What follows belongs to an exercise in optimizing a design on an open flow for small area, a short achievable clock period and few clock cycles per item; a production flow would make more cautious choices.
Where RTL was checked, it was by simulation tests only, not by an equivalence proof against the original.
No functional check of the RTL was part of runs 1 to 3.
Power figures rest on the tool's default switching activity, not on a simulated workload.

**flow/config.mk**
```make
export PLATFORM = sky130hd
export DESIGN_NAME = bmp_stream_to_rgba_decoder
export DESIGN_NICKNAME = bmp_stream_to_rgba_decoder
export VERILOG_FILES = /design/flow/design.v
export SDC_FILE = /design/flow/constraint.sdc
export NUM_CORES = 4
export LEC_CHECK = 0
export ABC_CLOCK_PERIOD_IN_PS = 2500
export CAP_MARGIN = 20
export CORE_MARGIN = 2
export CORE_UTILIZATION = 70
export CTS_BUF_LIST = sky130_fd_sc_hd__clkbuf_4 sky130_fd_sc_hd__clkbuf_8
export SETUP_SLACK_MARGIN = 4.0
export SLEW_MARGIN = 20
```
**flow/constraint.sdc**
```tcl
create_clock -name core_clock -period 6.0 [get_ports {aclk}]
set_input_delay 1.2000 -clock core_clock [delete_from_list [all_inputs] [get_ports {aclk}]]
set_output_delay 1.2000 -clock core_clock [all_outputs]
set_load 0.01 [all_outputs]
```
**flow/design.v**
```verilog
`default_nettype none
package bmpd_pkg;
    localparam logic [1:0] KIND_PIXEL  = 2'd0;
    localparam logic [1:0] KIND_HEADER = 2'd1;
    localparam logic [1:0] KIND_ERROR  = 2'd2;
    localparam logic [2:0] ERR_SIGNATURE = 3'd0;
    localparam logic [2:0] ERR_INFO_SIZE = 3'd1;
    localparam logic [2:0] ERR_FORMAT    = 3'd2;
    localparam logic [2:0] ERR_SIZE_ZERO = 3'd3;
    localparam logic [2:0] ERR_OFFSET    = 3'd4;
    localparam logic [2:0] ERR_TOO_LARGE = 3'd5;
    localparam logic [2:0] ERR_TRUNCATED = 3'd6;
endpackage
`default_nettype wire
`default_nettype none
module bmp_stream_to_rgba_decoder (
    input  wire logic           aclk,
    input  wire logic           aresetn,
    input  wire logic           s_tvalid,
    output logic                s_tready,
    input  wire logic [7:0]     s_tdata,
    input  wire logic           s_tlast,
    output logic                m_tvalid,
    input  wire logic           m_tready,
    output logic [87:0]         m_tdata,
    output logic [1:0]          m_tuser,
    output logic                m_tlast
);
    localparam int N  = 3;
    localparam int CW = $clog2(N + 1);
    localparam logic [1:0] T_PIX  = 2'b00;    
    localparam logic [1:0] T_EOL  = 2'b01;    
    localparam logic [1:0] T_LAST = 2'b11;    
    localparam logic [1:0] T_INFO = 2'b10;    
    logic           ph_hdr, ph_skip, ph_pix, ph_pad, ph_ign;
    logic [5:0]     pos;         
    logic [18:0]    off_hi;      
    logic [12:0]    w;
    logic [12:0]    h;           
    logic           hz, ho;      
    logic           sig_ok, info_ok, fmt_ok, wide;
    logic           eol_f;       
    logic           last_f;      
    logic           w_sz;        
    logic           w_big;       
    logic           h_sz;        
    logic           h_big;       
    logic           off_lt;      
    logic           off_eq;      
    logic [12:0]    col;         
    logic [31:0]    q_data [0:N-1];
    logic [1:0]     q_tag  [0:N-1];
    logic [N-1:0]   wr_sel, rd_sel;
    logic [CW-1:0]  count;
    logic           full, nonempty;      
    logic           o_valid;
    logic [1:0]     o_kind;
    logic           o_last;
    logic [2:0]     o_err;
    logic [12:0]    o_w, o_h;
    logic [11:0]    o_x, o_y;
    logic [7:0]     o_r, o_g, o_b, o_a;
    logic           o_bu, o_eol;
    logic acc, push, pop;
    assign s_tready = !full;
    assign acc      = s_tvalid && !full;
    assign pop      = nonempty && (!o_valid || m_tready);
    logic [1:0]  bip;
    logic [31:0] off;
    assign bip = pos[1:0];
    assign off = {off_hi, col};
    logic        hdr_bad;
    logic [2:0]  hdr_code;
    always_comb begin
        hdr_bad  = 1'b1;
        hdr_code = bmpd_pkg::ERR_SIGNATURE;
        if (!sig_ok)              hdr_code = bmpd_pkg::ERR_SIGNATURE;
        else if (!info_ok)        hdr_code = bmpd_pkg::ERR_INFO_SIZE;
        else if (!fmt_ok)         hdr_code = bmpd_pkg::ERR_FORMAT;
        else if (w_sz || h_sz)    hdr_code = bmpd_pkg::ERR_SIZE_ZERO;
        else if (off_lt)          hdr_code = bmpd_pkg::ERR_OFFSET;
        else if (w_big || h_big)  hdr_code = bmpd_pkg::ERR_TOO_LARGE;
        else                      hdr_bad  = 1'b0;
    end
    logic hdr_end, pix_end, row_eol, row_last, pad_end, row_end, ends_ok, trunc;
    assign hdr_end  = ph_hdr && (pos == 6'd53);
    assign pix_end  = ph_pix && (bip == (wide ? 2'd3 : 2'd2));
    assign row_eol  = eol_f;
    assign row_last = last_f;
    assign pad_end  = ph_pad && (bip == (w[1:0] - 2'd1));
    assign row_end  = (pix_end && row_eol && (wide || w[1:0] == 2'd0)) || pad_end;
    assign ends_ok  = ph_ign || (hdr_end && hdr_bad) || (row_end && row_last);
    assign trunc    = s_tlast && !ends_ok;
    assign push     = acc && (hdr_end || pix_end || trunc);
    logic w_is1;
    assign w_is1 = (w == 13'd1);
    logic [12:0] col_dec;
    assign col_dec = col - 13'd1;
    always_ff @(posedge aclk) begin
        if (!aresetn) begin
            ph_hdr  <= 1'b1;
            ph_skip <= 1'b0;
            ph_pix  <= 1'b0;
            ph_pad  <= 1'b0;
            ph_ign  <= 1'b0;
            pos     <= '0;
        end else if (acc) begin
            if (ph_hdr) begin
                pos <= pos + 6'd1;
                case (pos)
                    6'd0:  sig_ok <= (s_tdata == 8'h42);
                    6'd1:  sig_ok <= sig_ok && (s_tdata == 8'h4D);
                    6'd10: begin
                        col[7:0] <= s_tdata;
                        off_lt   <= (s_tdata[7:6] != '0);
                    end
                    6'd11: begin
                        col[12:8]   <= s_tdata[4:0];
                        off_hi[2:0] <= s_tdata[7:5];
                        off_lt      <= off_lt || (s_tdata != 8'd0);
                    end
                    6'd12: begin
                        off_hi[10:3] <= s_tdata;
                        off_lt       <= off_lt || (s_tdata != 8'd0);
                    end
                    6'd13: begin
                        off_hi[18:11] <= s_tdata;
                        off_lt        <= off_lt || (s_tdata != 8'd0);
                    end
                    6'd14: begin
                        info_ok <= (s_tdata >= 8'd40);
                        off_lt  <= !off_lt && (col[5:0] < 6'd54);
                        off_eq  <= !off_lt && (col[5:0] == 6'd54);
                    end
                    6'd15, 6'd16, 6'd17: info_ok <= info_ok || (s_tdata != 8'd0);
                    6'd18: begin
                        w[7:0] <= s_tdata;
                        w_sz   <= (s_tdata != 8'd0);
                    end
                    6'd19: begin
                        w[12:8] <= s_tdata[4:0];
                        w_sz    <= w_sz || (s_tdata != 8'd0);
                        w_big   <= (s_tdata[7:5] != '0)
                                   || (s_tdata[4] && (s_tdata[3:0] != '0 || w[7:0] != '0));
                    end
                    6'd20: begin
                        w_sz  <= w_sz || (s_tdata != 8'd0);
                        w_big <= w_big || (s_tdata != 8'd0);
                    end
                    6'd21: begin
                        w_sz  <= s_tdata[7] || !(w_sz || s_tdata != 8'd0);
                        w_big <= w_big || (s_tdata[6:0] != '0);
                    end
                    6'd22: begin
                        h[7:0] <= s_tdata;
                        h_sz   <= (s_tdata != 8'd0);
                    end
                    6'd23: begin
                        h[12:8] <= s_tdata[4:0];
                        hz      <= (s_tdata[7:5] == 3'b000);
                        ho      <= (s_tdata[7:5] == 3'b111);
                        h_sz    <= h_sz || (s_tdata != 8'd0);
                        h_big   <= s_tdata[4] && (s_tdata[3:0] != '0 || h[7:0] != '0);
                    end
                    6'd24: begin
                        hz   <= hz && (s_tdata == 8'h00);
                        ho   <= ho && (s_tdata == 8'hFF);
                        h_sz <= h_sz || (s_tdata != 8'd0);
                    end
                    6'd25: begin
                        hz    <= hz && (s_tdata == 8'h00);
                        ho    <= ho && (s_tdata == 8'hFF);
                        h_sz  <= !(h_sz || s_tdata != 8'd0);
                        h_big <= (ho && s_tdata == 8'hFF) ? !h[12]
                               : (hz && s_tdata == 8'h00) ? h_big : 1'b1;
                    end
                    6'd26: begin
                        fmt_ok <= (s_tdata == 8'd1);
                        h      <= ho ? 13'd0 - h : h;
                    end
                    6'd28: begin
                        fmt_ok <= fmt_ok && (s_tdata == 8'd24 || s_tdata == 8'd32);
                        wide   <= (s_tdata == 8'd32);
                    end
                    6'd29: begin
                        fmt_ok <= fmt_ok && (s_tdata == 8'd0);
                        wide   <= wide && (s_tdata == 8'd0);
                    end
                    6'd27: begin
                        fmt_ok <= fmt_ok && (s_tdata == 8'd0);
                        last_f <= (h == 13'd1);
                    end
                    6'd30, 6'd31, 6'd32, 6'd33:
                        fmt_ok <= fmt_ok && (s_tdata == 8'd0);
                    6'd53: begin
                        ph_hdr <= 1'b0;
                        pos    <= '0;
                        if (hdr_bad) begin
                            ph_ign <= 1'b1;
                        end else begin
                            if (off_eq) begin
                                col    <= w;
                                eol_f  <= w_is1;
                                ph_pix <= 1'b1;
                            end else begin
                                ph_skip <= 1'b1;
                            end
                        end
                    end
                    default: ;
                endcase
            end
            if (ph_skip) begin
                if (off == 32'd55) begin
                    col     <= w;
                    eol_f   <= w_is1;
                    ph_skip <= 1'b0;
                    ph_pix  <= 1'b1;
                end else begin
                    col    <= col_dec;
                    if (col == '0) off_hi <= off_hi - 19'd1;
                end
            end
            if (ph_pix) begin
                if (pix_end) begin
                    pos[1:0] <= '0;
                    col      <= row_eol ? w : col_dec;
                    eol_f    <= row_eol ? w_is1 : (col == 13'd2);
                    if (row_eol && !wide && w[1:0] != 2'd0) begin
                        ph_pix <= 1'b0;
                        ph_pad <= 1'b1;
                    end
                end else begin
                    pos[1:0] <= bip + 2'd1;
                end
            end
            if (ph_pad) begin
                if (pad_end) begin
                    pos[1:0] <= '0;
                    ph_pad   <= 1'b0;
                    ph_pix   <= 1'b1;
                end else begin
                    pos[1:0] <= bip + 2'd1;
                end
            end
            if (row_end) begin
                h      <= h - 13'd1;
                last_f <= (h == 13'd2);
                if (row_last) begin
                    ph_pix <= 1'b0;
                    ph_pad <= 1'b0;
                    ph_ign <= 1'b1;
                end
            end
            if (s_tlast) begin
                ph_hdr  <= 1'b1;
                ph_skip <= 1'b0;
                ph_pix  <= 1'b0;
                ph_pad  <= 1'b0;
                ph_ign  <= 1'b0;
                pos     <= '0;
            end
        end
    end
    logic [1:0] p_tag;
    always_comb begin
        if (trunc || hdr_end)            p_tag = T_INFO;
        else if (row_eol && row_last)    p_tag = T_LAST;
        else if (row_eol)                p_tag = T_EOL;
        else                             p_tag = T_PIX;
    end
    logic [3:0] lane_we;
    logic       fill_a, err_w;
    logic [2:0] err_code;
    always_comb begin
        lane_we = '0;
        if (ph_pix) lane_we[bip] = 1'b1;
        if (ph_hdr) begin
            case (pos)
                6'd18:   lane_we[0] = 1'b1;
                6'd19:   lane_we[1] = 1'b1;
                6'd22:   lane_we[2] = 1'b1;
                6'd23:   lane_we[3] = 1'b1;
                default: ;
            endcase
        end
    end
    assign fill_a   = ph_pix && !wide && (bip == 2'd2);
    assign err_w    = (hdr_end && hdr_bad) || (acc && trunc);
    assign err_code = (hdr_end && hdr_bad) ? hdr_code : bmpd_pkg::ERR_TRUNCATED;
    always_ff @(posedge aclk) begin
        for (int i = 0; i < N; i++) begin
            if (!full && wr_sel[i]) begin
                if (lane_we[0]) q_data[i][7:0]   <= s_tdata;
                if (lane_we[1]) q_data[i][15:8]  <= s_tdata;
                if (lane_we[2]) q_data[i][23:16] <= s_tdata;
                if (lane_we[3] || fill_a) q_data[i][31:24] <= s_tdata | {8{fill_a}};
                if (err_w) begin
                    q_data[i][2:0] <= err_code;
                    q_data[i][15]  <= 1'b1;
                end
                if (push) begin
                    q_tag[i] <= p_tag;
                end
            end
        end
    end
    logic [CW-1:0] count_next;
    assign count_next = count + CW'(push) - CW'(pop);
    always_ff @(posedge aclk) begin
        if (!aresetn) begin
            wr_sel <= N'(1);
            rd_sel <= N'(1);
            count    <= '0;
            full     <= 1'b0;
            nonempty <= 1'b0;
        end else begin
            if (push) wr_sel <= {wr_sel[N-2:0], wr_sel[N-1]};
            if (pop)  rd_sel <= {rd_sel[N-2:0], rd_sel[N-1]};
            count    <= count_next;
            full     <= full ? !pop : (count == CW'(N - 1)) && push && !pop;
            nonempty <= nonempty ? !((count == CW'(1)) && pop && !push) : push;
        end
    end
    logic [31:0] hd_data;
    logic [1:0]  hd_tag;
    always_comb begin
        hd_data = '0;
        hd_tag  = '0;
        for (int i = 0; i < N; i++) begin
            hd_data = hd_data | (q_data[i] & {32{rd_sel[i]}});
            hd_tag  = hd_tag  | (q_tag[i]  & {2{rd_sel[i]}});
        end
    end
    logic        first, hd_pix;
    logic [11:0] y_base;
    assign first  = (o_kind == bmpd_pkg::KIND_HEADER);
    assign hd_pix = (hd_tag != T_INFO);
    assign y_base = first ? (o_bu ? o_h[11:0] : 12'hFFF) : o_y;
    always_ff @(posedge aclk) begin
        if (!aresetn) begin
            o_valid <= 1'b0;
        end else if (pop) begin
            o_valid <= 1'b1;
        end else if (m_tready) begin
            o_valid <= 1'b0;
        end
        if (pop) begin
            o_eol  <= hd_tag[0];
            o_last <= 1'b0;
            o_err  <= '0;
            o_r    <= '0;
            o_g    <= '0;
            o_b    <= '0;
            o_a    <= '0;
            if (hd_pix) begin
                o_kind <= bmpd_pkg::KIND_PIXEL;
                o_last <= hd_tag[1];
                o_r    <= hd_data[23:16];
                o_g    <= hd_data[15:8];
                o_b    <= hd_data[7:0];
                o_a    <= hd_data[31:24];
                if (first || o_eol) begin
                    o_x <= '0;
                    o_y <= o_bu ? y_base - 12'd1 : y_base + 12'd1;
                end else begin
                    o_x <= o_x + 12'd1;
                end
            end else if (!hd_data[15]) begin
                o_kind <= bmpd_pkg::KIND_HEADER;
                o_w    <= hd_data[12:0];
                o_h    <= hd_data[31] ? 13'd0 - hd_data[28:16] : hd_data[28:16];
                o_bu   <= !hd_data[31];
                o_x    <= '0;
                o_y    <= '0;
            end else begin
                o_kind <= bmpd_pkg::KIND_ERROR;
                o_err  <= hd_data[2:0];
                o_w    <= '0;
                o_h    <= '0;
                o_x    <= '0;
                o_y    <= '0;
            end
        end
    end
    assign m_tvalid = o_valid;
    assign m_tuser  = o_kind;
    assign m_tlast  = o_last;
    assign m_tdata  = {3'd0, o_a, o_b, o_g, o_r, o_y, o_x, o_h, o_w, o_err};
endmodule
`default_nettype wire
```
**flow/run.sh**
```bash
#!/bin/bash
# synth_recipe.tcl (not shown) runs the flow's synth.tcl, then flattens the netlist and writes it again
# the make line also repeats each setting of config.mk as NAME=value (left out here)
make -C /OpenROAD-flow-scripts/flow DESIGN_CONFIG=/design/flow/config.mk WORK_HOME=/design/flow/orfs CLKGATE_MAP_FILE= SYNTH_SCRIPT=/design/flow/synth_recipe.tcl finish
```
==> reports/qor.txt, run 1 <==
die extent in x - 147 um
CTS root buffer - clkbuf_8
Synth Flop Type - edfxtp_1
H-tree levels - 2
IO Pins - 106
GPL Wtd Cong - 0.963
Avg Cell Area, Syn - 11.0 um2
critical endpoint after global-route timing repair - col[5]$_DFFE_PP_/D
CTS Sinks - 286
Initial Utilization - 71.3%
FP Rows - 52
top post-synthesis cells by count - 264 x edfxtp_1, 191 x nor2_1, 116 x nand2_1
DP Worst Slack - 2.02 ns
Worst End Pin Type - register input
Area contributors post-synth - edfxtp_1 55%, nor2_1 5.0%, dfxtp_1 3.1%
most numerous cell in the Yosys netlist - edfxtp_1
status - aborted with a tool error
Seq/Total Area, Yosys - 58.2%
Netlist cell types - 82
DP Area - 16100 um2
hold_buf cts - 0
post-synthesis cell count - 1304
Post-Syn Area - 14400 um2
largest net degree at the start of global routing - 35
Post-synth EDFFs - 264
Die H - 147 um
dominant cell type by area after synthesis - edfxtp_1
top cell type's share of synthesized area - 55.2%
Stopped at - global routing
Synth Warn # - 3
synthesized flop and latch total - 286
Num CTS Buffers - 43
Max Root-Sink Buffers - 3
hpwl dp - 24600 um
asr flop ratio synth - 0%
error msg - [ERROR DPL-0038] Utilization greater than 100%, impossible to legalize
I/O Buffers - 102
-- cells by family after synthesis --
kind of cell | after synthesis | share of synthesized area (%)
AND/OR/NAND/NOR | 528 | 17.7
adder cells (fa/ha/maj) | 29 | 2.58
flip-flops | 286 | 58.2
other | 1 | 0.0261
buffers and inverters | 111 | 3.34
XOR/XNOR | 54 | 3.34
multiplexers | 17 | 1.22
AO/OA/AOI/OAI | 278 | 13.6
-- power by group through the flow --
stage | Combinational (mW) | Sequential (mW) | Clock, mW
2_1_floorplan | 0.303 | 2.34 | 0
3_3_place_gp | 0.449 | 2.34 | 0
3_5_place_dp | 0.466 | 2.34 | 0
4_1_cts | 0.657 | 2.29 | 1.71
-- metrics by stage --
stage                     instances  hold WS (ns)  util (%)
after floorplan                1306         0.476         -
after global placement         1619         0.527      79.8
after detailed placement       1619         0.531      79.8
after CTS                      1901         0.565      96.0
-- timing repair --
item                       in CTS
setup buffers                 186
pin swaps                      82
resized for setup             650
setup endpoints to repair     512
cloned                         19
-- worst min path at each step --
| stage | slack, ns | cells past startpoint | from | to |
|---|---|---|---|---|
| floorplan | 0.48 | 1 | wr_sel[0] | wr_sel[0] |
| global placement | 0.53 | 2 | nonempty | nonempty |
| detailed placement | 0.53 | 2 | count[1] | full |
| CTS | 0.56 | 2 | ph_ign | ph_ign |
==> run 2: changes to the inputs <==
--- a/flow/design.v
+++ b/flow/design.v
@@ -41,6 +41,7 @@
     logic           sig_ok, info_ok, fmt_ok, wide;
     logic           eol_f;       
     logic           last_f;      
+    logic           has_pad;     
     logic           w_sz;        
     logic           w_big;       
     logic           h_sz;        
@@ -69,26 +70,31 @@
     logic [31:0] off;
     assign bip = pos[1:0];
     assign off = {off_hi, col};
-    logic        hdr_bad;
-    logic [2:0]  hdr_code;
+    logic        v_bad, hdr_bad;
+    logic [2:0]  v_code, hdr_code;
     always_comb begin
-        hdr_bad  = 1'b1;
-        hdr_code = bmpd_pkg::ERR_SIGNATURE;
-        if (!sig_ok)              hdr_code = bmpd_pkg::ERR_SIGNATURE;
-        else if (!info_ok)        hdr_code = bmpd_pkg::ERR_INFO_SIZE;
-        else if (!fmt_ok)         hdr_code = bmpd_pkg::ERR_FORMAT;
-        else if (w_sz || h_sz)    hdr_code = bmpd_pkg::ERR_SIZE_ZERO;
-        else if (off_lt)          hdr_code = bmpd_pkg::ERR_OFFSET;
-        else if (w_big || h_big)  hdr_code = bmpd_pkg::ERR_TOO_LARGE;
-        else                      hdr_bad  = 1'b0;
+        v_bad  = 1'b1;
+        v_code = bmpd_pkg::ERR_SIGNATURE;
+        if (!sig_ok)              v_code = bmpd_pkg::ERR_SIGNATURE;
+        else if (!info_ok)        v_code = bmpd_pkg::ERR_INFO_SIZE;
+        else if (!fmt_ok)         v_code = bmpd_pkg::ERR_FORMAT;
+        else if (w_sz || h_sz)    v_code = bmpd_pkg::ERR_SIZE_ZERO;
+        else if (off_lt)          v_code = bmpd_pkg::ERR_OFFSET;
+        else if (w_big || h_big)  v_code = bmpd_pkg::ERR_TOO_LARGE;
+        else                      v_bad  = 1'b0;
+    end
+    always_ff @(posedge aclk) begin
+        hdr_bad  <= v_bad;
+        hdr_code <= v_code;
     end
     logic hdr_end, pix_end, row_eol, row_last, pad_end, row_end, ends_ok, trunc;
     assign hdr_end  = ph_hdr && (pos == 6'd53);
     assign pix_end  = ph_pix && (bip == (wide ? 2'd3 : 2'd2));
     assign row_eol  = eol_f;
     assign row_last = last_f;
-    assign pad_end  = ph_pad && (bip == (w[1:0] - 2'd1));
-    assign row_end  = (pix_end && row_eol && (wide || w[1:0] == 2'd0)) || pad_end;
+    assign pad_end  = ph_pad && ((w[1:0] == 2'd1 && bip == 2'd0) || (w[1:0] == 2'd2 && bip == 2'd1)
+                                 || (w[1:0] == 2'd3 && bip == 2'd2));
+    assign row_end  = (pix_end && row_eol && !has_pad) || pad_end;
     assign ends_ok  = ph_ign || (hdr_end && hdr_bad) || (row_end && row_last);
     assign trunc    = s_tlast && !ends_ok;
     assign push     = acc && (hdr_end || pix_end || trunc);
@@ -190,7 +196,11 @@
                         fmt_ok <= fmt_ok && (s_tdata == 8'd0);
                         last_f <= (h == 13'd1);
                     end
-                    6'd30, 6'd31, 6'd32, 6'd33:
+                    6'd30: begin
+                        fmt_ok  <= fmt_ok && (s_tdata == 8'd0);
+                        has_pad <= !wide && (w[1:0] != 2'd0);
+                    end
+                    6'd31, 6'd32, 6'd33:
                         fmt_ok <= fmt_ok && (s_tdata == 8'd0);
                     6'd53: begin
                         ph_hdr <= 1'b0;
@@ -226,7 +236,7 @@
                     pos[1:0] <= '0;
                     col      <= row_eol ? w : col_dec;
                     eol_f    <= row_eol ? w_is1 : (col == 13'd2);
-                    if (row_eol && !wide && w[1:0] != 2'd0) begin
+                    if (row_eol && has_pad) begin
                         ph_pix <= 1'b0;
                         ph_pad <= 1'b1;
                     end
--- a/flow/config.mk
+++ b/flow/config.mk
@@ -8,7 +8,6 @@
 export ABC_CLOCK_PERIOD_IN_PS = 2500
 export CAP_MARGIN = 20
 export CORE_MARGIN = 2
-export CORE_UTILIZATION = 70
-export CTS_BUF_LIST = sky130_fd_sc_hd__clkbuf_4 sky130_fd_sc_hd__clkbuf_8
-export SETUP_SLACK_MARGIN = 4.0
+export CORE_UTILIZATION = 60
+export SETUP_SLACK_MARGIN = 3.5
 export SLEW_MARGIN = 20
==> run 2 against run 1 <==
Against the previous run: now clean on timing, DRC and antenna; synthesized area is 0.63% lower; synthesized cell count down 0.61%.
==> reports/qor.txt, run 2 <==
status - no timing/DRC/antenna violations
crit path time final - 2.68 ns
CTS Sinks - 291 (+1.7%)
IO Pins - 106 (unchanged)
top cell type's share of synthesized area - 55.7% (+0.56 points)
die extent in x - 158 um (+7.5%)
reg2reg setup slack - 3.32 ns
Crit path required time - 6.31 ns
I/O Buffers - 102 (unchanged)
FP Rows - 56 (+7.7%)
initial antenna violation count - 0
Slew headroom - 45.0%
CTS root buffer - clkbuf_16
CORE AREA - 23400 um2
worst skew pair latency - 0.57 ns
r2r startpoint - off_hi[2]
final hold viol count - 0
RSZ-0062 raised after global routing - yes
Seq/Total Area, Yosys - 59.4% (+1.1 points)
Critical Path Sink Type - flop
share of layout cells above drive strength 1 - 22.3%
Area contributors post-synth - edfxtp_1 56%, nor2_1 5.4%, dfxtp_1 3.6%
grt ovf - 0
DRT Pass-1 Iters - 6
most common cell after layout, fill and taps aside - edfxtp_1
top post-synthesis cells by count - 265 x edfxtp_1, 204 x nor2_1, 107 x nand2_1
H-tree levels - 1 (-1)
cells on worst reg2reg path - 5
Routed WL - 38200 um
worst r2r dst - col[0]
antenna-violating nets left - 0
GRT Total Usage - 29.7%
Initial Utilization - 61.0% (-10 points)
asr flop ratio synth - 0% (unchanged)
Setup crit start kind - flop
P&R area growth vs syn - 26.5%
max-cap check violation count - 0
# nets final - 1521
GPL Wtd Cong - 0.916 (-4.9%)
Num CTS Buffers - 29 (-33%)
Final period util - 44.7%
Via Count - 11.5k
Die H - 158 um (+7.5%)
Max Root-Sink Buffers - 3 (unchanged)
CTS tree - built
die area - 25100 um2
Post-Syn Area - 14300 um2 (-0.63%)
Max Freq - 373 MHz
Synth Warn # - 3 (unchanged)
wire length per cell - 21.0 um
Pwr per Cell Area - 261 nW/um2
Avg Cell Area, Syn - 11.0 um2 (about the same)
dominant cell type by area after synthesis - edfxtp_1
post-synthesis cell count - 1296 (-0.61%)
CTS clk-pin slew, worst paths - 0.06 ns
Min-Delay Path Depth - 1
Clock Skew - 0.00959 ns
most numerous cell in the Yosys netlist - edfxtp_1
fin. max-slew vios - 0
Iter 0 DRT Violations - 1249
Setup TNS - 0 ns
post-route DRC violation count - 0
Final setup viols - 0
max reg flops - 96
WHS Endpoint - wr_sel[0]
Ant. Diodes - 0
Netlist cell types - 73 (-11%)
critical path startpoint - off_hi[2]
hpwl dp - 24400 um (-0.58%)
largest net degree at the start of global routing - 47
first-pass GRT wire length - 57700 um
critical path class - reg -> reg
Least-Margin Pin Slew - 0.816 ns
vias in the first global route - 10.7k
most flop-heavy register - q_data
top flop regs - q_data x96, off_hi x19
Hold Startpoint - wr_sel[0]
Post-synth EDFFs - 265 (+0.38%)
Vias/cell - 6.33
Final Cell Area - 18100 um2
Max IR drop VDD - 241 uV
synthesized flop and latch total - 291 (+1.7%)
Arr. time, crit path - 2.99 ns
most frequent cells in the layout - 265 x edfxtp_1, 179 x nor2_1, 98 x buf_4
worst-path fanout max - 6
Pleak - 6.50 nW
Synth Flop Type - edfxtp_1
worst hold path type - reg -> reg
DP Area - 15800 um2 (-1.7%)
==> run 2: cell types whose count changed after synthesis, moves of 7 or more <==
cell and delta:
clkbuf_1 -7, nand2_1 -9, a221o_2 +9, o22ai_1 +9, nor2_1 +13, xnor2_1 -9, xor2_1 +7, and3_1 -7
a211oi_1 +11
==> run 2: area by class of cell <==
class	count	area (um2)
Fill cell	1555	5340
Clock buffer	31	733
Tap cell	319	399
Sequential cell	291	8500
Timing Repair Buffer	215	1870
Timing Repair inverter	1	7.51
Inverter	38	150
Clock inverter	23	188
Multi-Input combinational cell	905	6220
==> run 2: worst max-delay path: stages, from the launching register on <==
cell	delay [ns]
edfxtp_1	0.51
nor4_4	0.44
nand4b_1	0.36
o31a_1	0.50
o21a_4	0.28
a221o_2	0.35
==> run 2: report_power, final <==
part           switching [mW]  internal, mW  leakage (nW)
logic                   0.356         0.254          3.40
registers              0.0424          2.30          2.65
clock network           0.787         0.977         0.451
total                    1.19          3.53          6.50
==> run 2: layer usage <==
metal / vias up / GRT usage [%] / part of all wire [%]
met4: 0 / 11.5 / 3.8
met3: 98 / 4.19 / 7.3
li1: 5277 / - / -
met2: 565 / 49.4 / 49
met1: 5596 / 40.0 / 40
met5: - / 0 / 0
==> run 2: worst max-delay path by stage <==
stage	to	cells past startpoint
after CTS	col[7]	6
after detailed placement	w_sz	6
after global routing	col[1]	6
after floorplan	count[1]	9
final	col[0]	5
after global placement	w_sz	6
==> run 2: cells by family (layout without fill, tap and decap cells) <==
| logic type | after synthesis | count (layout) | share of synthesized area [%] |
|---|---|---|---|
| buffers and inverters | 104 | 308 | 2.83 |
| flip-flops | 291 | 291 | 59.4 |
| AND/OR/NAND/NOR | 523 | 525 | 17.4 |
| AO/OA/AOI/OAI | 289 | 289 | 14.1 |
| multiplexers | 10 | 10 | 0.710 |
| adder cells (fa/ha/maj) | 27 | 27 | 2.42 |
| other | 1 | 3 | 0.0263 |
| XOR/XNOR | 51 | 51 | 3.13 |
==> run 2: through the flow <==
step	setup WS [ns]	hold WS [ns]	util (%)	instances	power, mW
2_1_floorplan	2.77	0.465	-	1298	2.72
3_3_place_gp	2.14	0.507	67.6	1670	2.90
3_5_place_dp	2.10	0.513	67.6	1670	2.92
4_1_cts	3.32	0.520	74.3	1785	4.67
5_1_grt	3.25	0.561	77.2	1823	4.88
6_report	3.32	0.523	77.2	1823	4.72
==> run 2: what timing repair did <==
item / CTS / global route
gates resized for setup: 194 / 108
buffers inserted: 58 / 38
pin swaps: 22 / 46
setup endpoints to repair: 434 / 208
hold buffers: 0 / 0
hold endpoints to repair: 0 / 0
cloned: 3 / 0
==> run 3: changes to the inputs <==
==> flow/flow/run.sh (new file) <==
#!/bin/bash
# Own layout flow: the standard flow (standard.sh) with one change, the buffer cell put on
# every input and output port (buf_2 instead of the one buffer_ports picks by itself).
# Each tool's output is in orfs/logs/; this script's own output goes to run_flow.log.
set -euo pipefail
bash standard.sh "BUFFER_PORTS_ARGS=-buffer_cell sky130_fd_sc_hd__buf_2" finish > run_flow.log 2>&1
==> flow/standard.sh (new file) <==
#!/bin/bash
# synth_recipe.tcl (not shown) runs the flow's synth.tcl, then flattens the netlist and writes it again
# the make line also repeats each setting of config.mk as NAME=value (left out here)
make -C /OpenROAD-flow-scripts/flow DESIGN_CONFIG=/design/flow/config.mk WORK_HOME=/design/flow/orfs CLKGATE_MAP_FILE= SYNTH_SCRIPT=/design/flow/synth_recipe.tcl "${@:-finish}"
removed: flow/run.sh
==> run 3 against run 2 <==
Against the previous run: non-clock buffer count fell by 13; sequential share of layout area up 1.5 points; setup slack improved by 0.023 ns; core utilization decreased by 2.4 points; clock skew up 0.0021 ns; critical endpoint is now col[7]; highest routed layer unchanged.
==> reports/qor.txt, run 3 <==
antenna-violating nets left - 0 (unchanged)
CP max stage delay - 0.58 ns (+0.07 ns)
Clock Skew - 0.0117 ns (+0.00214 ns)
CTS tree - built
Max Root-Sink Buffers - 3 (unchanged)
grt ovf - 0 (unchanged)
crit path time final - 2.66 ns (-0.0230 ns)
worst-path fanout max - 6 (unchanged)
post-route setup slack - 3.34 ns (+0.0230 ns)
Setup TNS - 0 ns (unchanged)
post-synthesis cell count - 1296 (unchanged)
Initial Utilization - 61.0% (unchanged)
worst hold path type - reg -> reg
status - no timing/DRC/antenna violations
Comb power frac - 12.1% (-0.8 points)
Arr. time, crit path - 2.98 ns (about the same)
IO Pins - 106 (unchanged)
I/O Buffers - 102 (unchanged)
asr flop ratio synth - 0% (unchanged)
Ant. Diodes - 0 (unchanged)
Post-Syn Area - 14300 um2 (unchanged)
Post-synth EDFFs - 265 (unchanged)
GPL Wtd Cong - 0.950 (+3.8%)
Seq/Total Area, Yosys - 59.4% (unchanged)
die extent in x - 158 um (unchanged)
Critical Path Sink Type - flop
DP Area - 15300 um2 (-3.5%)
worst skew pair latency - 0.56 ns (about the same)
max reg flops - 96 (unchanged)
post-synthesis simple-gate area fraction - 17.4% (unchanged)
main combinational cell family by area after synthesis - simple AND/OR/NAND/NOR gates
Num CTS Buffers - 30 (+3.4%)
area taken by flip-flops and latches - 8490 um2 (about the same)
Via Count - 11.3k (-1.7%)
dominant cell type by area after synthesis - edfxtp_1
Routed WL - 37500 um (-1.9%)
Final period util - 44.3% (-0.38 points)
Reg power frac - 49.2% (-0.5 points)
final hold viol count - 0 (unchanged)
fin. max-slew vios - 0 (unchanged)
top cell type's share of synthesized area - 55.7% (unchanged)
first-pass GRT wire length - 57200 um (-0.87%)
sw frac - 24.6% (-0.54 points)
Setup crit start kind - flop
FP Rows - 56 (unchanged)
top flop regs - q_data x96, off_hi x19
complex-gate fraction of the synthesized area - 14.1% (unchanged)
Netlist cell types - 73 (unchanged)
Filler cells - 1640 (+5.5%)
most flop-heavy register - q_data
CP cell instances - nand4b_1 -> or4_4 -> o31a_1 -> o21a_4 -> a32o_1 -> a21o_1
CP max-delay cell - or4_4
wire length per cell - 20.7 um (-1.4%)
post-route DRC violation count - 0 (unchanged)
Final Cell Area - 17500 um2 (-3.1%)
Pwr per Cell Area - 273 nW/um2 (+4.4%)
Pleak - 6.38 nW (-1.9%)
Final setup viols - 0 (unchanged)
DP Worst Slack - 2.42 ns (+0.321 ns)
Die H - 158 um (unchanged)
Synth Flop Type - edfxtp_1
Multi-input gate area - 6140 um2 (-1.3%)
die area - 25100 um2 (unchanged)
Pint - 3.60 mW (+1.9%)
CTS Sinks - 291 (unchanged)
Least-Margin Pin Slew - 0.865 ns (+0.0493 ns)
Vias/cell - 6.25 (-1.2%)
# nets final - 1511 (-0.66%)
Iter 0 DRT Violations - 1299 (+4.0%)
DRT Pass-1 Iters - 8 (+2)
hold_buf cts - 0 (unchanged)
Synth Area in Adders - 2.42% (unchanged)
most frequent cells in the layout - 265 x edfxtp_1, 181 x nor2_1, 103 x nand2_1
most common cell after layout, fill and taps aside - edfxtp_1
Max Freq - 376 MHz (+0.87%)
RSZ-0062 raised after global routing - yes
Switching Power - 1.17 mW (-1.0%)
CORE AREA - 23400 um2 (unchanged)
Hold Startpoint - fmt_ok
Clk pwr share - 38.7% (+1.3 points)
most numerous cell in the Yosys netlist - edfxtp_1
max-cap check violation count - 0 (unchanged)
critical path startpoint - col[3]
Slew headroom - 42.0% (-3.0 points)
Crit path required time - 6.32 ns (about the same)
xor/xnor share of the synthesized area - 3.13% (unchanged)
P&R area growth vs syn - 22.6%
vias in the first global route - 10.4k (-2.4%)
share of layout cells above drive strength 1 - 26.4% (+4.1 points)
Avg Cell Area, Syn - 11.0 um2 (unchanged)
critical path class - reg -> reg
hpwl dp - 23400 um (-4.1%)
CTS root buffer - clkbuf_16
Synth Warn # - 3 (unchanged)
r2r startpoint - col[3]
Max IR drop VDD - 219 uV (-9.1%)
Total Power - 4.77 mW (+1.2%)
H-tree levels - 1 (unchanged)
CTS clk-pin slew, worst paths - 0.07 ns (about the same)
GRT Total Usage - 29.2% (-0.57 points)
synthesized flop and latch total - 291 (unchanged)
largest net degree at the start of global routing - 54 (+15%)
mux contribution to synthesized area - 0.710% (unchanged)
Area contributors post-synth - edfxtp_1 56%, nor2_1 5.4%, dfxtp_1 3.6%
initial antenna violation count - 0 (unchanged)
top post-synthesis cells by count - 265 x edfxtp_1, 204 x nor2_1, 107 x nand2_1
run 3: changes by cell type in the layout (fill, tap and decap cells not counted), sizes merged:
cell / previous run / this run
clkdlybuf4s15: 22 / 0
clkinvlp: 6 / 3
buf: 114 / 200
a21boi: 5 / 6
dlygate4sd2: 72 / 0
clkinv: 16 / 9
clkdlybuf4s50: 4 / 0
nor2b: 9 / 10
dlymetal6s2s: 1 / 0
clkbuf: 33 / 46
bufinv: 2 / 1
run 3: path summary, 6_finish.rpt:
| check | endpoint | slack (ns) | cells after the start |
|---|---|---|---|
| setup reg to reg | col[7] | 3.34 | 6 |
| hold / removal | hdr_code[1] | 0.53 | 1 |
| hold reg to reg | hdr_code[1] | 0.53 | 1 |
| setup / recovery | col[7] | 3.34 | 6 |
run 3: cell type report:
cell class / count / area share (%)
flip-flops and latches: 291 / 48.5
multi-input cells: 907 / 35.0
repair buffers: 202 / 7.65
clock buffers: 44 / 5.05
well taps: 319 / 2.28
inverters: 38 / 0.857
clock inverters: 12 / 0.593
repair inverters: 1 / 0.0286
run 3: through the flow:
step | cells | utilization (%) | hold WS [ns]
6_report | 1814 | 74.8 | 0.525
5_1_grt | 1814 | 74.8 | 0.542
4_1_cts | 1768 | 72.2 | 0.513
3_5_place_dp | 1665 | 65.2 | 0.501
3_3_place_gp | 1665 | 65.2 | 0.495
2_1_floorplan | 1298 | - | 0.465
run 3: critical path: cells and delay by family, from the launching register on:
kind,cells,cell delay (ns)
AND/OR/NAND/NOR,2,0.88
AO/OA/AOI/OAI,4,1.07
flip-flops,1,0.45
run 3: cell families (layout without fill, tap and decap cells):
| kind of cell | after synthesis | in the layout |
|---|---|---|
| other | 1 | 3 |
| and+or+nand+nor | 523 | 526 |
| xor gates and xnor gates | 51 | 51 |
| AOI/OAI and AO/OA | 289 | 290 |
| DFF | 291 | 291 |
| adders and majority gates | 27 | 27 |
| muxes | 10 | 10 |
| buffers and inverters | 104 | 297 |
run 3: what timing repair did:
action,CTS,global route
cloned,4,1
pin swaps,26,38
setup endpoints to repair,225,195
gates resized for setup,71,60
endpoints found under the hold margin,0,0
buffers inserted,43,45
run 3: per-layer routing:
layer,wire [um],vias to the layer above,track usage [%]
li1,-,5256,-
met3,2720,72,3.89
met1,15600,5501,40.7
met2,18300,507,48.5
met4,868,0,8.11
met5,0,-,0
run 3: power by group through the flow:
| stage | sequential, mW | clock, mW | combinational [mW] |
|---|---|---|---|
| 2_1_floorplan | 2.40 | 0 | 0.316 |
| 3_3_place_gp | 2.39 | 0 | 0.473 |
| 3_5_place_dp | 2.39 | 0 | 0.483 |
| 4_1_cts | 2.35 | 1.87 | 0.530 |
| 5_1_grt | 2.35 | 1.95 | 0.634 |
| 6_report | 2.35 | 1.85 | 0.579 |
==> run 4: changes to the inputs <==
--- a/flow/design.v
+++ b/flow/design.v
@@ -27,7 +27,6 @@
     output logic                m_tlast
 );
     localparam int N  = 3;
-    localparam int CW = $clog2(N + 1);
     localparam logic [1:0] T_PIX  = 2'b00;    
     localparam logic [1:0] T_EOL  = 2'b01;    
     localparam logic [1:0] T_LAST = 2'b11;    
@@ -35,6 +34,7 @@
     logic           ph_hdr, ph_skip, ph_pix, ph_pad, ph_ign;
     logic [5:0]     pos;         
     logic [18:0]    off_hi;      
+    logic           off_hi_z;    
     logic [12:0]    w;
     logic [12:0]    h;           
     logic           hz, ho;      
@@ -52,8 +52,10 @@
     logic [31:0]    q_data [0:N-1];
     logic [1:0]     q_tag  [0:N-1];
     logic [N-1:0]   wr_sel, rd_sel;
-    logic [CW-1:0]  count;
-    logic           full, nonempty;      
+    logic [N-1:0]   occ;         
+    logic           full, nonempty, ready;
+    assign full     = occ[N-1];
+    assign nonempty = occ[0];
     logic           o_valid;
     logic [1:0]     o_kind;
     logic           o_last;
@@ -62,8 +64,9 @@
     logic [11:0]    o_x, o_y;
     logic [7:0]     o_r, o_g, o_b, o_a;
     logic           o_bu, o_eol;
+    logic           o_first;     
     logic acc, push, pop;
-    assign s_tready = !full;
+    assign s_tready = ready;     
     assign acc      = s_tvalid && !full;
     assign pop      = nonempty && (!o_valid || m_tready);
     logic [1:0]  bip;
@@ -84,6 +87,7 @@
         else                      v_bad  = 1'b0;
     end
     always_ff @(posedge aclk) begin
+        off_hi_z <= (off_hi == '0);
         hdr_bad  <= v_bad;
         hdr_code <= v_code;
     end
@@ -221,7 +225,7 @@
                 endcase
             end
             if (ph_skip) begin
-                if (off == 32'd55) begin
+                if (off_hi_z && col == 13'd55) begin
                     col     <= w;
                     eol_f   <= w_is1;
                     ph_skip <= 1'b0;
@@ -315,21 +319,22 @@
             end
         end
     end
-    logic [CW-1:0] count_next;
-    assign count_next = count + CW'(push) - CW'(pop);
     always_ff @(posedge aclk) begin
         if (!aresetn) begin
             wr_sel <= N'(1);
             rd_sel <= N'(1);
-            count    <= '0;
-            full     <= 1'b0;
-            nonempty <= 1'b0;
+            occ    <= '0;
+            ready  <= 1'b1;
         end else begin
             if (push) wr_sel <= {wr_sel[N-2:0], wr_sel[N-1]};
             if (pop)  rd_sel <= {rd_sel[N-2:0], rd_sel[N-1]};
-            count    <= count_next;
-            full     <= full ? !pop : (count == CW'(N - 1)) && push && !pop;
-            nonempty <= nonempty ? !((count == CW'(1)) && pop && !push) : push;
+            if (push && !pop) begin
+                occ   <= {occ[N-2:0], 1'b1};
+                ready <= !occ[N-2];
+            end else if (pop && !push) begin
+                occ   <= {1'b0, occ[N-1:1]};
+                ready <= 1'b1;
+            end
         end
     end
     logic [31:0] hd_data;
@@ -343,10 +348,11 @@
         end
     end
     logic        first, hd_pix;
-    logic [11:0] y_base;
-    assign first  = (o_kind == bmpd_pkg::KIND_HEADER);
+    logic [11:0] y_first, y_step;
+    assign first  = o_first;
     assign hd_pix = (hd_tag != T_INFO);
-    assign y_base = first ? (o_bu ? o_h[11:0] : 12'hFFF) : o_y;
+    assign y_first = o_bu ? 12'(o_h - 13'd1) : 12'd0;
+    assign y_step  = o_bu ? o_y - 12'd1 : o_y + 12'd1;
     always_ff @(posedge aclk) begin
         if (!aresetn) begin
             o_valid <= 1'b0;
@@ -356,7 +362,8 @@
             o_valid <= 1'b0;
         end
         if (pop) begin
-            o_eol  <= hd_tag[0];
+            o_eol   <= hd_tag[0];
+            o_first <= !hd_pix && !hd_data[15];
             o_last <= 1'b0;
             o_err  <= '0;
             o_r    <= '0;
@@ -372,7 +379,7 @@
                 o_a    <= hd_data[31:24];
                 if (first || o_eol) begin
                     o_x <= '0;
-                    o_y <= o_bu ? y_base - 12'd1 : y_base + 12'd1;
+                    o_y <= first ? y_first : y_step;
                 end else begin
                     o_x <= o_x + 12'd1;
                 end
==> run 4 against run 3 <==
Against the previous run: still clean on timing, DRC and antenna; sequential power fell by 3%; core utilization fell by 3.7 points; design area fell by 2.1%; synthesized area rose by 2.3%; register-to-register slack improved by 0.14 ns; clock skew rose by 0.0066 ns; critical endpoint is now q_data[0][29]; largest cell class unchanged; largest power group unchanged.
==> reports/qor.txt, run 4 <==
status - no timing/DRC/antenna violations
share of layout cells above drive strength 1 - 21.7% (-4.7 points)
Least-Margin Pin Slew - 0.944 ns (+0.0787 ns)
Netlist cell types - 81 (+11%)
worst hold path type - reg -> reg
antenna-violating nets left - 0 (unchanged)
die extent in x - 160 um (+1.1%)
Setup TNS - 0 ns (unchanged)
most numerous cell in the Yosys netlist - edfxtp_1
Filler cells - 1798 (+9.6%)
Area contributors post-synth - edfxtp_1 55%, nor2_1 5.5%, dfxtp_1 3.7%
max-cap check violation count - 0 (unchanged)
dominant cell type by area after synthesis - edfxtp_1
grt ovf - 0 (unchanged)
Iter 0 DRT Violations - 1263 (-2.8%)
fin. max-slew vios - 0 (unchanged)
Critical Path Sink Type - flop
IO Pins - 106 (unchanged)
Setup crit start kind - flop
Pleak - 5.92 nW (-7.1%)
Num CTS Buffers - 31 (+3.3%)
I/O Buffers - 102 (unchanged)
# nets final - 1494 (-1.1%)
initial antenna violation count - 0 (unchanged)
Max Root-Sink Buffers - 3 (unchanged)
post-synthesis cell count - 1332 (+2.8%)
Seq/Total Area, Yosys - 58.4% (-0.96 points)
Final setup viols - 0 (unchanged)
worst-path fanout max - 10 (+4)
Final period util - 42.0% (-2.3 points)
most flop-heavy register - q_data
critical path class - reg -> reg
post-route DRC violation count - 0 (unchanged)
RSZ-0062 raised after global routing - yes
Initial Utilization - 60.6% (-0.45 points)
crit path time final - 2.52 ns (-0.140 ns)
synthesized flop and latch total - 293 (+0.69%)
final hold viol count - 0 (unchanged)
worst skew pair latency - 0.56 ns (about the same)
H-tree levels - 1 (unchanged)
Post-synth EDFFs - 266 (+0.38%)
Vias/cell - 6.31 (+1.0%)
Routed WL - 37700 um (+0.69%)
FP Rows - 57 (+1.8%)
Arr. time, crit path - 2.70 ns (-0.28 ns)
hpwl dp - 24300 um (+3.9%)
first-pass GRT wire length - 58500 um (+2.2%)
top cell type's share of synthesized area - 54.7% (-1.0 points)
CTS tree - built
vias in the first global route - 10.7k (+3.0%)
CORE AREA - 24100 um2 (+3.0%)
DRT Pass-1 Iters - 8 (unchanged)
CTS clk-pin slew, worst paths - 0.06 ns (about the same)
Via Count - 11.4k (+0.38%)
DP Area - 15500 um2 (+1.2%)
GPL Wtd Cong - 0.923 (-2.8%)
most frequent cells in the layout - 266 x edfxtp_1, 195 x nor2_1, 102 x buf_2
P&R area growth vs syn - 17.4%
Slew headroom - 36.7% (-5.3 points)
Clock Skew - 0.0184 ns (+0.00665 ns)
Synth Flop Type - edfxtp_1
CTS root buffer - clkbuf_16
die area - 25600 um2 (+2.2%)
Max IR drop VDD - 239 uV (+9.2%)
asr flop ratio synth - 0% (unchanged)
Crit path required time - 6.18 ns (-0.14 ns)
Ant. Diodes - 0 (unchanged)
Die H - 160 um (+1.1%)
Pwr per Cell Area - 255 nW/um2 (-6.4%)
Synth Warn # - 3 (unchanged)
largest net degree at the start of global routing - 56 (+3.7%)
Final Cell Area - 17100 um2 (-2.1%)
top post-synthesis cells by count - 266 x edfxtp_1, 214 x nor2_1, 101 x nand2_1
GRT Total Usage - 28.6% (-0.51 points)
CTS Sinks - 293 (+0.69%)
most common cell after layout, fill and taps aside - edfxtp_1
Max Freq - 397 MHz (+5.6%)
Avg Cell Area, Syn - 11.0 um2 (-0.51%)
max reg flops - 96 (unchanged)
Post-Syn Area - 14600 um2 (+2.3%)
hold_buf cts - 0 (unchanged)
wire length per cell - 20.9 um (+1.4%)
top flop regs - q_data x96, off_hi x19
-- run 4: cells by family (layout without fill, tap and decap cells) --
family                   count (synthesis)  in the layout  share of synthesized area [%]
AND/OR/NAND/NOR                        535            536                           18.1
AO/OA/AOI/OAI                          305            305                           14.3
flip-flops                             293            293                           58.4
buffers and inverters                  108            251                           3.01
XOR/XNOR                                58             58                           3.48
adder cells (fa/ha/maj)                 27             27                           2.36
multiplexers                             5              5                          0.343
other                                    1              3                         0.0257
-- run 4: final cells by class --
| type | instances | area, um2 | share of cell area, % |
|---|---|---|---|
| timing repair buffer | 163 | 987 | 5.76 |
| inverter | 30 | 120 | 0.701 |
| multi-input combinational | 934 | 6110 | 35.6 |
| clock buffer | 46 | 862 | 5.03 |
| sequential | 293 | 8550 | 49.9 |
| timing repair inverter | 1 | 5.00 | 0.0292 |
| tap | 324 | 405 | 2.36 |
| clock inverter | 11 | 105 | 0.613 |
-- run 4: per-stage QoR --
stage               power, mW  hold WS (ns)  util [%]  instances  worst slack [ns]
global route             4.50         0.511      71.1       1802              3.32
detailed placement       2.55         0.458      64.1       1697              2.70
global placement         2.55         0.462      64.1       1697              2.72
CTS                      4.38         0.482      69.6       1781              3.47
floorplan                2.47         0.429         -       1334              3.15
finish                   4.38         0.482      71.1       1802              3.48
-- run 4: layer usage --
metal / GRT usage, % / wire length [um] / up-vias
met5: 0 / 0 / -
li1: - / - / 5285
met1: 39.9 / 15500 / 5472
met2: 47.5 / 18100 / 525
met4: 8.72 / 1080 / 0
met3: 3.71 / 3050 / 97
-- run 4: path summary, 6_finish.rpt --
check / cells after the start / end / slack [ns] / start
worst max register to register: 4 / q_data[0][29] / 3.48 / pos[4]
worst max-delay path: 4 / q_data[0][29] / 3.48 / pos[4]
worst min-delay path: 1 / off_hi_z / 0.48 / off_hi[18]
worst min register to register: 1 / off_hi_z / 0.48 / off_hi[18]
-- run 4: power by group --
| part | total (mW) | switching (mW) | leakage (nW) | internal [mW] |
|---|---|---|---|---|
| Combinational | 0.257 | 0.168 | 2.79 | 0.0888 |
| Clock | 1.84 | 0.768 | 0.475 | 1.07 |
| Sequential | 2.28 | 0.0256 | 2.66 | 2.25 |
-- run 4: worst max-delay path, stage by stage, from the launching register on --
cell	delay (ns)
dfxtp_1	0.51
nand2b_1	0.22
nor3b_4	0.51
a31oi_1	0.26
nor2_1	0.65
-- run 4: what timing repair did --
| action | CTS | global route |
|---|---|---|
| gates resized for setup | 44 | 54 |
| pin swaps | 10 | 24 |
| cloned | 1 | 1 |
| setup endpoints to repair | 233 | 146 |
| setup buffers | 26 | 20 |
Testbench counts of run 4, summed over its fixed seeds: cycles 520,358, bytes 477,256.
==> run 5: changes to the inputs <==
--- a/flow/config.mk
+++ b/flow/config.mk
@@ -5,9 +5,10 @@
 export SDC_FILE = /design/flow/constraint.sdc
 export NUM_CORES = 4
 export LEC_CHECK = 0
-export ABC_CLOCK_PERIOD_IN_PS = 2500
 export CAP_MARGIN = 20
 export CORE_MARGIN = 2
 export CORE_UTILIZATION = 60
+export CTS_CLUSTER_DIAMETER = 100
+export CTS_CLUSTER_SIZE = 30
 export SETUP_SLACK_MARGIN = 3.5
 export SLEW_MARGIN = 20
==> run 5 against run 4 <==
Against the previous run: setup slack gained 0.0053 ns; sequential power is essentially flat; global-route usage shrank 0.57 points; register-to-register slack gained 0.05 ns; clock-buffer cell count shrank 26; non-clock buffer count grew 17; fmax grew 0.21%; largest power group unchanged; highest routed layer unchanged.
==> reports/qor.txt, run 5 <==
status - no timing/DRC/antenna violations
Crit path required time - 6.26 ns (+0.08 ns)
vias in the first global route - 10.5k (-2.3%)
GRT Total Usage - 28.1% (-0.57 points)
first-pass GRT wire length - 57300 um (-2.1%)
CORE AREA - 24100 um2 (unchanged)
Min-Delay Path Depth - 1 (unchanged)
share of layout cells above drive strength 1 - 22.0% (+0.31 points)
CTS Sinks - 293 (unchanged)
Setup TNS - 0 ns (unchanged)
Max Freq - 398 MHz (+0.21%)
dominant cell type by area after synthesis - edfxtp_1
Synth Warn # - 3 (unchanged)
fin. max-slew vios - 0 (unchanged)
most flop-heavy register - q_data
wire length per cell - 20.8 um (-0.87%)
synthesized flop and latch total - 293 (unchanged)
critical path class - in -> reg
P&R area growth vs syn - 14.9%
DRT Pass-1 Iters - 8 (unchanged)
initial antenna violation count - 0 (unchanged)
Clock Skew - 0.0248 ns (+0.00646 ns)
Vias/cell - 6.30 (-0.26%)
r2r startpoint - off_hi[7]
Initial Utilization - 60.6% (unchanged)
CTS root buffer - clkbuf_16
Max Root-Sink Buffers - 3 (unchanged)
Netlist cell types - 81 (unchanged)
# nets final - 1494 (unchanged)
Avg Cell Area, Syn - 11.0 um2 (unchanged)
CP max-delay cell - or4_4
Final setup viols - 0 (unchanged)
I/O Buffers - 102 (unchanged)
Least-Margin Pin Slew - 0.881 ns (-0.0626 ns)
critical path's top delay family - simple AND/OR/NAND/NOR gates
largest net degree at the start of global routing - 56 (unchanged)
FP Rows - 57 (unchanged)
fin cells - 1786 (-0.89%)
GPL Wtd Cong - 0.923 (unchanged)
Iter 0 DRT Violations - 1236 (-2.1%)
Synth Flop Type - edfxtp_1
asr flop ratio synth - 0% (unchanged)
Routed WL - 37100 um (-1.7%)
CTS clk-pin slew, worst paths - 0.12 ns (+0.06 ns)
reg2reg setup slack - 3.53 ns (+0.05 ns)
Slew headroom - 40.9% (+4.2 points)
hpwl dp - 24300 um (unchanged)
Total Power - 3.66 mW (-16%)
Seq/Total Area, Yosys - 58.4% (unchanged)
die extent in x - 160 um (unchanged)
Setup crit start kind - input pin
post-synthesis cell count - 1332 (unchanged)
Hold Startpoint - off_hi[18]
most numerous cell in the Yosys netlist - edfxtp_1
Via Count - 11.2k (-1.1%)
post-route DRC violation count - 0 (unchanged)
antenna-violating nets left - 0 (unchanged)
top post-synthesis cells by count - 266 x edfxtp_1, 214 x nor2_1, 101 x nand2_1
RSZ-0062 raised after global routing - yes
hold_buf cts - 0 (unchanged)
Final Cell Area - 16800 um2 (-2.1%)
Final Core Density - 69.6% (-1.5 points)
Arr. time, crit path - 2.77 ns (+0.07 ns)
WHS Endpoint - off_hi_z
most common cell after layout, fill and taps aside - edfxtp_1
CP cell instances - clkbuf_4 -> or2_4 -> or4_4 -> a221oi_2 -> a22oi_1
die area - 25600 um2 (unchanged)
grt ovf - 0 (unchanged)
Die H - 160 um (unchanged)
most frequent cells in the layout - 266 x edfxtp_1, 190 x nor2_1, 101 x buf_2
crit path time final - 2.51 ns (-0.00526 ns)
Final period util - 41.9% (-0.088 points)
Num CTS Buffers - 14 (-55%)
worst skew pair latency - 0.51 ns (-0.05 ns)
Max IR drop VDD - 257 uV (+7.4%)
H-tree levels - 1 (unchanged)
DP Area - 15500 um2 (unchanged)
final hold viol count - 0 (unchanged)
placed cell count - 1697 (unchanged)
Pleak - 5.75 nW (-2.8%)
IO Pins - 106 (unchanged)
Post-synth EDFFs - 266 (unchanged)
worst-path fanout max - 20 (+10)
CTS tree - built
cells on worst reg2reg path - 6 (+2)
Post-Syn Area - 14600 um2 (unchanged)
Worst Path Buf+Inv - 1 (+1)
Critical Path Sink Type - flop
top cell type's share of synthesized area - 54.7% (unchanged)
top flop regs - q_data x96, off_hi x19
worst hold path type - reg -> reg
max-cap check violation count - 0 (unchanged)
Area contributors post-synth - edfxtp_1 55%, nor2_1 5.5%, dfxtp_1 3.7%
Pwr per Cell Area - 218 nW/um2 (-15%)
max reg flops - 96 (unchanged)
CP max stage delay - 0.56 ns (-0.09 ns)
Ant. Diodes - 0 (unchanged)
worst r2r dst - off_hi[17]
==> run 5: cell type report <==
| cell class | instances | area [um2] |
|---|---|---|
| Clock inverter | 4 | 45.0 |
| Inverter | 30 | 124 |
| Multi-Input combinational cell | 934 | 6140 |
| Tap cell | 324 | 405 |
| Clock buffer | 20 | 394 |
| Sequential cell | 293 | 8550 |
| Timing Repair Buffer | 180 | 1130 |
| Timing Repair inverter | 1 | 5.00 |
| Fill cell | 1828 | 7320 |
==> run 5: how the worst max path moves through the flow <==
stage / cells after the start / end / start / slack (ns)
2_1_floorplan: 7 / w_sz / s_tvalid / 3.15
3_3_place_gp: 7 / w_sz / s_tvalid / 2.72
3_5_place_dp: 7 / w_sz / s_tvalid / 2.70
4_1_cts: 7 / q_data[0][2] / pos[0] / 3.48
5_1_grt: 6 / off_hi[17] / off_hi[7] / 3.44
6_report: 5 / w_sz / s_tdata[6] / 3.49
==> run 5: routing by layer <==
metal / vias up / routed length (um) / global-route usage, %
met5: - / 0 / 0
met4: 0 / 1200 / 8.80
met2: 502 / 17600 / 46.6
met3: 88 / 2890 / 3.38
met1: 5397 / 15300 / 39.1
li1: 5262 / - / -
==> run 5: power by group <==
group          switching, mW  internal (mW)  total [mW]
Clock                  0.643          0.484        1.13
Sequential            0.0252           2.25        2.28
Combinational          0.168         0.0919       0.260
Total                  0.836           2.83        3.66
==> run 5: logic make-up (layout without fill, tap and decap cells) <==
| logic type | count (synthesis) | count (layout) | share of synthesized area, % |
|---|---|---|---|
| AO/OA/AOI/OAI | 305 | 305 | 14.3 |
| XOR/XNOR | 58 | 58 | 3.48 |
| adder cells (fa/ha/maj) | 27 | 27 | 2.36 |
| buffers and inverters | 108 | 235 | 3.01 |
| flip-flops | 293 | 293 | 58.4 |
| multiplexers | 5 | 5 | 0.343 |
| other | 1 | 3 | 0.0257 |
| AND/OR/NAND/NOR | 535 | 536 | 18.1 |
==> run 5: per-stage QoR <==
| stage | hold slack (ns) | worst slack [ns] |
|---|---|---|
| after detailed placement | 0.458 | 2.70 |
| after CTS | 0.485 | 3.48 |
| after global routing | 0.520 | 3.44 |
| after global placement | 0.462 | 2.72 |
| after floorplan | 0.429 | 3.15 |
| final | 0.493 | 3.49 |
==> run 5: timing repair <==
action / in CTS / in global routing
cloned: 1 / 1
setup buffers: 27 / 36
setup endpoints to repair: 241 / 137
pin swaps: 10 / 23
resized for setup: 55 / 54

-- afterwards: timing with drivers on the ports --
How much do the figures lean on ideal ports? The routed layouts below were timed once more, with nothing changed but the port constraints. Step 1 sets driving cells, clkbuf_16 on the clock port and buf_2 on the other inputs (assumed; they add their load-dependent delay and slew). Step 2 also shifts input and output timing later by t, the mid clock arrival at the registers, as if the neighbouring blocks saw the same clock. a / b / c = no drivers / after step 1 / after step 2; a / b = the first two.
| run | t (ns) | setup WS [ns] | worst hold slack (ns) | worst data-port slew with drivers (ns) |
|---|---|---|---|---|
| run 2 | 0.615 | 3.319 / 3.319 / 2.958 | 0.523 / 0.523 / 0.523 | 0.04 |
| run 3 | 0.607 | 3.342 / 3.342 / 2.989 | 0.525 / 0.525 / 0.525 | 0.04 |
| run 4 | 0.607 | 3.482 / 3.482 / 2.940 | 0.482 / 0.482 / 0.482 | 0.05 |
| run 5 | 0.544 | 3.488 / 3.511 / 2.966 | 0.493 / 0.493 / 0.493 | 0.05 |
After both steps every run listed still meets setup and hold. The setup slack of run 4, which loses most, moves by 0.000 ns with the drivers and by -0.542 ns with both steps.
